Background: an optimization exercise with open tools, aiming at small area, a short achievable clock period and few clock cycles per item. Do not read the settings as production practice. Function was checked by simulation only, so behaviour that the tests miss may differ from the original. No activity file was given, so power comes from the tool's default toggle rates.

==> design/flow/design.v <==
`timescale 1ns / 1ps
package kris_pkg;
  localparam int TIME_W = 16;
  localparam int CNT_W  = 8;
  localparam int CFG_W  = 4;
  typedef struct packed {
    logic [TIME_W-1:0] start_time;
    logic [TIME_W-1:0] end_time;
    logic              last_item;
  } in_item_t;
  typedef struct packed {
    logic [CNT_W-1:0] accepted_count;
    logic             overflow;
  } out_item_t;
  typedef struct packed {
    logic [TIME_W-1:0] start_time;
    logic [TIME_W-1:0] end_time;
  } span_t;
  function automatic logic gt16(input logic [15:0] a, input logic [15:0] b);
    logic [15:0] g0, e0;
    logic [7:0]  g1, e1;
    logic [3:0]  g2, e2;
    logic [1:0]  g3, e3;
    g0 = a & ~b;
    e0 = ~(a ^ b);
    for (int k = 0; k < 8; k++) begin
      g1[k] = g0[2*k+1] | (e0[2*k+1] & g0[2*k]);
      e1[k] = e0[2*k+1] & e0[2*k];
    end
    for (int k = 0; k < 4; k++) begin
      g2[k] = g1[2*k+1] | (e1[2*k+1] & g1[2*k]);
      e2[k] = e1[2*k+1] & e1[2*k];
    end
    for (int k = 0; k < 2; k++) begin
      g3[k] = g2[2*k+1] | (e2[2*k+1] & g2[2*k]);
      e3[k] = e2[2*k+1] & e2[2*k];
    end
    gt16 = g3[1] | (e3[1] & g3[0]);
  endfunction
  function automatic logic gt8(input logic [7:0] a, input logic [7:0] b);
    logic [7:0] g0, e0;
    logic [3:0] g1, e1;
    logic [1:0] g2, e2;
    g0 = a & ~b;
    e0 = ~(a ^ b);
    for (int k = 0; k < 4; k++) begin
      g1[k] = g0[2*k+1] | (e0[2*k+1] & g0[2*k]);
      e1[k] = e0[2*k+1] & e0[2*k];
    end
    for (int k = 0; k < 2; k++) begin
      g2[k] = g1[2*k+1] | (e1[2*k+1] & g1[2*k]);
      e2[k] = e1[2*k+1] & e1[2*k];
    end
    gt8 = g2[1] | (e2[1] & g2[0]);
  endfunction
endpackage
`timescale 1ns / 1ps
module kris_sort_cell (
  input  logic            clk,
  input  logic            ins,         
  input  logic            drn,         
  input  logic            open_cell,   
  input  logic            empty_cell,  
  input  logic            set_last,    
  input  kris_pkg::span_t item,
  input  logic            prev_gt,
  input  logic            next_gt,
  input  kris_pkg::span_t prev_span,
  input  logic            prev_last,
  input  kris_pkg::span_t next_span,
  input  logic            next_last,
  output kris_pkg::span_t span_q,
  output logic            last_q,
  output logic            gt
);
  kris_pkg::span_t span_r;
  logic            last_r;
  logic            en;
  kris_pkg::span_t span_d;
  logic            last_d;
  assign gt = open_cell && (empty_cell || kris_pkg::gt16(span_r.end_time, item.end_time));
  assign en = drn ^ (ins && gt);
  always_comb begin
    if (ins && (drn ? next_gt : !prev_gt)) begin
      span_d = item;
      last_d = 1'b0;
    end else if (ins && !drn) begin
      span_d = prev_span;
      last_d = prev_last;
    end else begin
      span_d = next_span;
      last_d = next_last;
    end
  end
  always_ff @(posedge clk) begin
    if (en) span_r <= span_d;
    if (set_last) last_r <= 1'b1;
    else if (en) last_r <= last_d;
  end
  assign span_q = span_r;
  assign last_q = last_r;
endmodule
`timescale 1ns / 1ps
module kris_res_cell (
  input  logic                        clk,
  input  logic                        clear,     
  input  logic                        step,      
  input  logic [kris_pkg::TIME_W-1:0] start_time,
  input  logic                        active,
  input  logic                        any_hit,
  input  logic                        prev_hit,
  input  logic [kris_pkg::TIME_W-1:0] prev_val,
  output logic [kris_pkg::TIME_W-1:0] val_q,
  output logic                        hit
);
  logic [kris_pkg::TIME_W-1:0] val_r;
  assign hit = active && !kris_pkg::gt16(val_r, start_time);
  always_ff @(posedge clk) begin
    if (clear) val_r <= '0;
    else if (step && any_hit && active && !prev_hit) val_r <= prev_val;
  end
  assign val_q = val_r;
endmodule
`timescale 1ns / 1ps
module k_resource_interval_scheduler #(
  parameter int MAX_ITEMS  = 128,
  parameter int MAX_PEOPLE = 8
) (
  input  logic                       clk,
  input  logic                       rst_n,
  input  logic                       in_valid,
  output logic                       in_ready,
  input  kris_pkg::in_item_t         in_data,
  output logic                       out_valid,
  input  logic                       out_ready,
  output kris_pkg::out_item_t        out_data,
  input  logic                       cfg_valid,
  output logic                       cfg_ready,
  input  logic [kris_pkg::CFG_W-1:0] cfg_data
);
  localparam int TW = kris_pkg::TIME_W;
  localparam int NW = kris_pkg::CNT_W;
  logic          in_ready_r;
  logic          acc;
  logic [NW-1:0] acc_cnt_r, acc_cnt_nxt;    
  logic          sat;                       
  logic          ovf_seen_r, ovf_seen_nxt;
  logic          v1_r, ins1_r, last1_r, ovf1_r;
  kris_pkg::span_t item1_r;
  assign acc = in_valid && in_ready_r;
  assign sat = (acc_cnt_r == NW'(MAX_ITEMS));
  always_comb begin
    acc_cnt_nxt  = acc_cnt_r;
    ovf_seen_nxt = ovf_seen_r;
    if (acc) begin
      if (in_data.last_item) begin
        acc_cnt_nxt  = '0;
        ovf_seen_nxt = 1'b0;
      end else if (sat) begin
        ovf_seen_nxt = 1'b1;
      end else begin
        acc_cnt_nxt = acc_cnt_r + NW'(1);
      end
    end
  end
  always_ff @(posedge clk) begin
    item1_r.start_time <= in_data.start_time;
    item1_r.end_time   <= in_data.end_time;
    last1_r            <= in_data.last_item;
    ovf1_r             <= ovf_seen_r || sat;
  end
  logic          ins;        
  logic          close_set;  
  logic          drn_r, drn_nxt;
  logic [NW-1:0] occ_r, occ_nxt;   
  logic [NW-1:0] cl_r, cl_nxt;     
  logic          ovf_pend_r, ovf_pend_nxt;
  logic          complete;   
  logic [MAX_ITEMS*2*TW-1:0] cell_q;
  logic [MAX_ITEMS-1:0]      cell_last;
  logic [MAX_ITEMS-1:0]      cell_gt;
  kris_pkg::span_t           head;
  assign ins       = ins1_r;
  assign close_set = v1_r && last1_r;
  assign head      = cell_q[0 +: 2*TW];
  assign complete  = drn_r && cell_last[0];
  always_comb begin
    occ_nxt = occ_r + NW'(ins) - NW'(drn_r);
    cl_nxt  = close_set ? occ_nxt : cl_r - NW'(drn_r);
  end
  assign ovf_pend_nxt = (close_set && ovf1_r) || (ovf_pend_r && !complete);
  logic [kris_pkg::CFG_W-1:0] num_people_r;
  logic [MAX_PEOPLE*TW-1:0]   res_q;
  logic [MAX_PEOPLE-1:0]      res_hit;
  logic                       any_hit;
  logic [NW-1:0]              hits_r;
  logic [NW-1:0]              res_count;
  assign any_hit   = |res_hit;
  assign res_count = hits_r + NW'(any_hit);
  logic                out_v_r, spare_v_r;
  kris_pkg::out_item_t out_d_r, spare_d_r;
  kris_pkg::out_item_t push_d;
  logic                pop;
  logic [1:0]          total_nxt;
  assign push_d.accepted_count = res_count;
  assign push_d.overflow       = ovf_pend_r;
  assign pop                   = out_v_r && out_ready;
  assign total_nxt = 2'(out_v_r) + 2'(spare_v_r) + 2'(complete) - 2'(pop);
  assign drn_nxt = (cl_nxt != '0) && (total_nxt < 2'd2);
  logic [NW:0] need, room;
  logic        in_ready_nxt;
  assign need = (NW+1)'(occ_nxt) + (NW+1)'(acc && !sat) + (NW+1)'(1);
  assign room = (NW+1)'(MAX_ITEMS) + (NW+1)'(drn_nxt)
              + (NW+1)'(((cl_nxt - NW'(drn_nxt)) != '0) && (total_nxt == 2'd0));
  assign in_ready_nxt = (acc_cnt_nxt == NW'(MAX_ITEMS)) || (need <= room);
  always_ff @(posedge clk) begin
    if (!rst_n) begin
      in_ready_r   <= 1'b0;
      acc_cnt_r    <= '0;
      ovf_seen_r   <= 1'b0;
      v1_r         <= 1'b0;
      ins1_r       <= 1'b0;
      drn_r        <= 1'b0;
      occ_r        <= '0;
      cl_r         <= '0;
      ovf_pend_r   <= 1'b0;
      hits_r       <= '0;
      out_v_r      <= 1'b0;
      spare_v_r    <= 1'b0;
      num_people_r <= kris_pkg::CFG_W'(1);
    end else begin
      in_ready_r <= in_ready_nxt;
      acc_cnt_r  <= acc_cnt_nxt;
      ovf_seen_r <= ovf_seen_nxt;
      v1_r       <= acc;
      ins1_r     <= acc && !sat;
      drn_r      <= drn_nxt;
      occ_r      <= occ_nxt;
      cl_r       <= cl_nxt;
      ovf_pend_r <= ovf_pend_nxt;
      if (complete) hits_r <= '0;
      else if (drn_r && any_hit) hits_r <= hits_r + NW'(1);
      out_v_r    <= (total_nxt != 2'd0);
      spare_v_r  <= (total_nxt == 2'd2);
      if (cfg_valid) num_people_r <= cfg_data;
    end
  end
  always_ff @(posedge clk) begin
    if (!out_v_r || pop) begin
      out_d_r <= spare_v_r ? spare_d_r : push_d;
    end
    if (out_v_r && !pop && !spare_v_r) begin
      spare_d_r <= push_d;
    end else if (spare_v_r && pop) begin
      spare_d_r <= push_d;
    end
  end
  assign in_ready  = in_ready_r;
  assign cfg_ready = 1'b1;
  assign out_valid = out_v_r;
  assign out_data  = out_d_r;
  for (genvar i = 0; i < MAX_ITEMS; i++) begin : g_sort
    kris_pkg::span_t prev_span, next_span;
    logic            prev_last, next_last;
    logic            prev_gt, next_gt;
    if (i == 0) begin : g_head
      assign prev_span = item1_r;
      assign prev_last = 1'b0;
      assign prev_gt   = 1'b0;
    end else begin : g_body
      assign prev_span = cell_q[(i-1)*2*TW +: 2*TW];
      assign prev_last = cell_last[i-1];
      assign prev_gt   = cell_gt[i-1];
    end
    if (i == MAX_ITEMS - 1) begin : g_tail
      assign next_span = cell_q[i*2*TW +: 2*TW];
      assign next_last = cell_last[i];
      assign next_gt   = 1'b1;
    end else begin : g_mid
      assign next_span = cell_q[(i+1)*2*TW +: 2*TW];
      assign next_last = cell_last[i+1];
      assign next_gt   = cell_gt[i+1];
    end
    kris_sort_cell u_cell (
      .clk       (clk),
      .ins       (ins),
      .drn       (drn_r),
      .open_cell (!kris_pkg::gt8(cl_r, NW'(i))),
      .empty_cell(!kris_pkg::gt8(occ_r, NW'(i))),
      .set_last  (close_set && (occ_nxt == NW'(i + 1))),
      .item      (item1_r),
      .prev_gt   (prev_gt),
      .next_gt   (next_gt),
      .prev_span (prev_span),
      .prev_last (prev_last),
      .next_span (next_span),
      .next_last (next_last),
      .span_q    (cell_q[i*2*TW +: 2*TW]),
      .last_q    (cell_last[i]),
      .gt        (cell_gt[i])
    );
  end
  for (genvar p = 0; p < MAX_PEOPLE; p++) begin : g_res
    logic [TW-1:0] prev_val;
    logic          prev_hit;
    if (p == 0) begin : g_head
      assign prev_val = head.end_time;
      assign prev_hit = 1'b0;
    end else begin : g_body
      assign prev_val = res_q[(p-1)*TW +: TW];
      assign prev_hit = res_hit[p-1];
    end
    kris_res_cell u_cell (
      .clk       (clk),
      .clear     (!rst_n || complete),
      .step      (drn_r),
      .start_time(head.start_time),
      .active    (num_people_r > kris_pkg::CFG_W'(p)),
      .any_hit   (any_hit),
      .prev_hit  (prev_hit),
      .prev_val  (prev_val),
      .val_q     (res_q[p*TW +: TW]),
      .hit       (res_hit[p])
    );
  end
endmodule
`timescale 1ns / 1ps
module kris_top (
  input  logic        clk,
  input  logic        rst_n,
  input  logic        in_valid,
  output logic        in_ready,
  input  logic [15:0] in_start_time,
  input  logic [15:0] in_end_time,
  input  logic        in_last_item,
  output logic        out_valid,
  input  logic        out_ready,
  output logic [7:0]  out_accepted_count,
  output logic        out_overflow,
  input  logic        cfg_valid,
  output logic        cfg_ready,
  input  logic [3:0]  cfg_data
);
  kris_pkg::in_item_t  in_item;
  kris_pkg::out_item_t out_item;
  assign in_item.start_time = in_start_time;
  assign in_item.end_time   = in_end_time;
  assign in_item.last_item  = in_last_item;
  k_resource_interval_scheduler #(
    .MAX_ITEMS (128),
    .MAX_PEOPLE(8)
  ) u_sched (
    .clk      (clk),
    .rst_n    (rst_n),
    .in_valid (in_valid),
    .in_ready (in_ready),
    .in_data  (in_item),
    .out_valid(out_valid),
    .out_ready(out_ready),
    .out_data (out_item),
    .cfg_valid(cfg_valid),
    .cfg_ready(cfg_ready),
    .cfg_data (cfg_data)
  );
  assign out_accepted_count = out_item.accepted_count;
  assign out_overflow       = out_item.overflow;
endmodule
==> design/flow/run.sh <==
#!/bin/bash
# synth_recipe.tcl (not shown) runs the flow's synth.tcl, then flattens the netlist and writes it again
# the make line also repeats each setting of config.mk as NAME=value (left out here)
make -C /OpenROAD-flow-scripts/flow DESIGN_CONFIG=/design/flow/config.mk WORK_HOME=/design/flow/orfs CLKGATE_MAP_FILE= SYNTH_SCRIPT=/design/flow/synth_recipe.tcl finish
==> design/flow/config.mk <==
export PLATFORM = sky130hd
export DESIGN_NAME = kris_top
export DESIGN_NICKNAME = kris_top
export VERILOG_FILES = /design/flow/design.v
export SDC_FILE = /design/flow/constraint.sdc
export NUM_CORES = 4
export LEC_CHECK = 0
export CAP_MARGIN = 20
export CELL_PAD_IN_SITES_DETAIL_PLACEMENT = 1
export CELL_PAD_IN_SITES_GLOBAL_PLACEMENT = 1
export CORE_MARGIN = 2
export CORE_UTILIZATION = 25
export PLACE_DENSITY = 0.35
export SLEW_MARGIN = 20
==> design/flow/constraint.sdc <==
create_clock -name core_clock -period 7.0 [get_ports {clk}]
set_input_delay 1.4000 -clock core_clock [delete_from_list [all_inputs] [get_ports {clk}]]
set_output_delay 1.4000 -clock core_clock [all_outputs]
set_load 0.01 [all_outputs]
==> key figures <==
Critical path
  – Critical Path Start: u_sched.ins1_r$_SDFF_PN0_
  – CP max-delay cell: fa_1
  – Reg2reg start: u_sched.ins1_r$_SDFF_PN0_
  – Startpoint Class: flop
  – Reg2Reg Setup Slack: 1.23 ns
  – Worst path depth: 24
  – Crit path max-delay family: compound AO/OA/AOI/OAI gates
  – CP required: 7.93 ns
  – CP arrival: 6.70 ns
  – CP dominant cell by count: ha_1
  – Worst-case reg-to-reg path depth: 24
  – CP Cell Sequence: inv_8 > ha_1 > inv_1 > ha_1 > fa_1 > a211o_1 > and2_2 > xnor2_1 > buf_4 > a32oi_1 > or3_1 > a2111oi_2 > a31oi_1 > ha_1 > xnor2_1 > a311oi_1 > ha_1 > inv_1 > ha_1 > a21oi_1 > a21oi_1 > a221oi_2 > a2111oi_0 > a211oi_1
  – CP Max Fanout: 6
  – Crit-path max cell delay: 0.48 ns
  – RR Endpoint: u_sched.in_ready_r$_SDFF_PN0_
  – Critical path endpoint category: flop
  – Kind of critical path: flop to flop
  – Crit path to: u_sched.in_ready_r$_SDFF_PN0_
  – Buf/Inv on CP: 4

Power and ir drop
  – Int Pwr: 84.98 mW
  – Switching Power: 61.56 mW
  – Power Dens Cells: 467.3 mW/mm²
  – Lkg Pwr: 106.2 nW
  – Reg power frac: 0.447
  – Max VDD drop: 0.0002817 V
  – Clock share of power: 0.219
  – Switching Share: 0.4201
  – Comb power frac: 0.334

Logic synthesis
  – #FFs+latches synth: 4,448
  – Mapped Cells: 25,582
  – Dominant cell type by area after synthesis: edfxtp_1
  – Net Count, Synth: 27,698
  – Top FF cell, synth: edfxtp_1
  – Mapped cell area: 0.2739 mm²
  – Area fraction of the dominant cell type after synthesis: 0.4510
  – Async S/R FF share, synth: 0
  – Synthesis warning total: 3
  – Post-Syn Area per Cell: 10.71 µm²
  – Number of flops mapped to enable cells by yosys: 4,114
  – Post-synth cell types: 119
  – Share of the yosys chip area belonging to registers: 0.4754
  – Top post-synthesis cells by area: edfxtp_1 (45%), mux2i_1 (15%), ha_1 (9.5%), a21oi_1 (4.5%), o21ai_0 (4.3%)

Layout
  – Final Util: 0.2870
  – Reg area: 0.1304 mm²
  – Area of the multi-input gates: 0.1362 mm²
  – Layout cell share with drive strength beyond 1: 0.09291
  – Layout Nets: 27,211
  – Most frequent cells in the layout: mux2i_1 (4,197), edfxtp_1 (4,114), nand2_1 (2,529), a21oi_1 (2,458), o21ai_0 (2,333)
  – Layout fillers: 120,317
  – Layout area overhead: 14.47%
  – Most common cell after layout, fill and taps aside: mux2i_1
  – Fin area: 0.3136 mm²

Drt
  – WL final: 1,334,000 µm
  – Starting DRC count in detailed routing: 12,534
  – Routed length per instance: 33.26 µm
  – ANT nets after route: 0
  – Via density: 5.060
  – Remaining DRCs: 0
  – Drt pass-1 iters: 5
  – Vias: 202,925

Timing
  – Slew Limit Fails: 0
  – Clock skew: 0.06807 ns
  – Max-slew headroom: 0.1471
  – Min Tclk post-route: 5.766 ns
  – Final hold vios: 0
  – Setup slack after layout: 1.234 ns
  – RSZ-0062 raised after global routing: no
  – Final Setup Violations: 0
  – Setup TNS: 0 ns
  – Slew @ Worst Pin: 1.279 ns
  – Period utilization: 0.8238
  – Upper clock frequency limit: 0.1734 GHz

Die
  – Die Wd: 1051 µm
  – Core area: 1.093 mm²
  – Die Span Y: 1051 µm
  – Row cnt: 384
  – Initial Utilization: 0.2507
  – IO Count: 54
  – Die area: 1.104 mm²

Placed design
  – Placed cell areas: 0.2938 mm²
  – Dpl ws: 1.269 ns
  – GP Congestion: 0.8083
  – I/O Buffers: 52
  – DP Wirelength: 974,800 µm

Clock tree
  – Clock Latency Late Sink: 1.13 ns
  – PostCTS Resize Cnt: 0
  – CTS root buffer: clkbuf_16
  – CTS tree: done
  – Post-CTS Setup Bufs: 0
  – Cts hold-fix bufs: 0
  – Max Root-Sink Buffers: 5
  – Sinks on the clock net: 4,448
  – Clk pin slew, worst setup/hold paths: 0.06 ns
  – Inserted Clock Buffers: 649
  – Htree depth: 6

GRT
  – First-pass GRT wire length: 1,836,000 µm
  – Largest net degree at the start of global routing: 115
  – Number of global-route vias before repair: 215,933
  – GRT Total Usage: 0.2343
  – Initial antenna violation count: 131
  – Overflow after GRT: 0

Hold path
  – Hold path depth: 1
  – Hold Path Class: flop to flop

Status
  – Run status: complete, no violations

Job
  – Max-Cap Viols: 0
[metal layers]
metal / vias up / wire length [µm] / global-route usage / part of all wire
met3: 1328 / 32830 / 0.02091 / 0.025
met4: 20 / 39020 / 0.06210 / 0.029
met2: 3051 / 697900 / 0.4383 / 0.52
met5: - / 127 / 0 / 0.000095
li1: 94820 / - / - / -
met1: 103706 / 564100 / 0.2866 / 0.42
[cell usage after synthesis, types with 33 or more instances]
cell and instances:
a221oi_1 50, nand2b_1 41, o21a_1 66, and3_1 52
a21o_1 303, dfxtp_1 334, buf_2 554, nand2_1 2536
mux2_2 369, xnor2_1 119, nand4_1 217, o21ai_0 2341
o31ai_1 38, o2111ai_1 39, ha_1 2072, a2111oi_0 45
inv_1 272, buf_4 62, a211o_1 52, o211ai_1 139
a31oi_1 78, and2_1 51, nor2b_1 48, mux2i_1 4197
clkbuf_1 1221, nor2_1 2139, a221o_1 56, nand4b_1 96
and4_1 61, o21ai_1 33, nand3_1 270, a22oi_1 54
a211oi_1 187, nor3_1 145, a21oi_1 2472, buf_1 115
edfxtp_1 4114, or3_1 40
[power groups by stage]
stage / combinational, mW / clock, mW / sequential [mW]
floorplan: 31.7 / 0 / 54.4
global placement: 47.4 / 0 / 67.0
detailed placement: 49.1 / 0 / 66.9
CTS: 49.3 / 33.3 / 66.5
global route: 54.6 / 34.0 / 66.8
finish: 48.9 / 32.0 / 65.6
[worst min path at each step]
stage                                         start                     end  slack (ns)
floorplan           u_sched.ovf_seen_r$_SDFFE_PN0P_  u_sched.ovf1_r$_DFF_P_        0.41
detailed placement  u_sched.ovf_seen_r$_SDFFE_PN0P_  u_sched.ovf1_r$_DFF_P_        0.43
CTS                 u_sched.ovf_seen_r$_SDFFE_PN0P_  u_sched.ovf1_r$_DFF_P_        0.45
global route        u_sched.ovf_seen_r$_SDFFE_PN0P_  u_sched.ovf1_r$_DFF_P_        0.49
finish              u_sched.ovf_seen_r$_SDFFE_PN0P_  u_sched.ovf1_r$_DFF_P_        0.45
global placement    u_sched.ovf_seen_r$_SDFFE_PN0P_  u_sched.ovf1_r$_DFF_P_        0.43
[state kept, by name (all words and copies together), names as in the netlist, 4 cells and up]
register                      count
u_sched.out_d_r                   9
u_sched.occ_r                     8
u_sched.acc_cnt_r                 8
u_sched.item1_r                  32
u_sched.spare_d_r                 9
u_sched.hits_r                    8
u_sched.num_people_r              4
u_sched.g_res.u_cell.val_r      128
u_sched.g_sort.u_cell.last_r    128
u_sched.cl_r                      8
u_sched.g_sort.u_cell.span_r   4096
[per-stage QoR]
step / hold slack (ns) / cells / power [mW]
2_1_floorplan: 0.4117 / 25582 / 86.10
3_3_place_gp: 0.4253 / 38906 / 114.5
3_5_place_dp: 0.4341 / 38915 / 116.0
4_1_cts: 0.4519 / 40066 / 149.1
5_1_grt: 0.4927 / 40077 / 155.5
6_report: 0.4483 / 40105 / 146.5
[cells by family after synthesis]
| family | Yosys count | share of synthesized area |
|---|---|---|
| compound gates | 6259 | 0.1305 |
| simple gates | 5833 | 0.09097 |
| mux | 4576 | 0.1689 |
| flops | 4448 | 0.4754 |
| buf+inv | 2259 | 0.03513 |
| fa+ha+maj | 2074 | 0.09478 |
| xor+xnor | 132 | 0.004275 |
| other cells | 1 | 0.00001369 |
[layout make-up]
type / count / share of cell area
clock inverters: 239 / 0.005331
well taps: 14475 / 0.05776
flip-flops and latches: 4448 / 0.4158
inverters: 273 / 0.003675
clock buffers: 912 / 0.05724
multi-input cells: 18875 / 0.4343
repair buffers: 848 / 0.02560
diodes: 35 / 0.0002793
Testbench counts, summed over its fixed seeds: cycles 10,446, items 9,643.

## separate check: timing with driven ports
No port has a modelled driver above. Below, the same layout with a new extraction and two added sets of constraints. Step 1, drivers: a clkbuf_16 drives clk and a buf_2 each remaining input, both assumed. Step 2, shift: input delay + t, output delay - t, t = (earliest + latest rising clock arrival at the registers) / 2. This alone moves slack from input paths to output paths. a / b / c = ideal / step 1 / step 2; a / b = the first two.
shift t [ns]: 1.240
slack for setup (ns): 1.234 / 1.234 / 1.234
worst setup path at the end: register to register
latest minus earliest clock arrival (ns): 0.068 / 0.068
pins driven straight from the clock port: 1
After both steps this run still meets setup and hold. For this run, drivers alone change the setup slack by 0.000 ns; drivers and shift together by 0.000 ns.
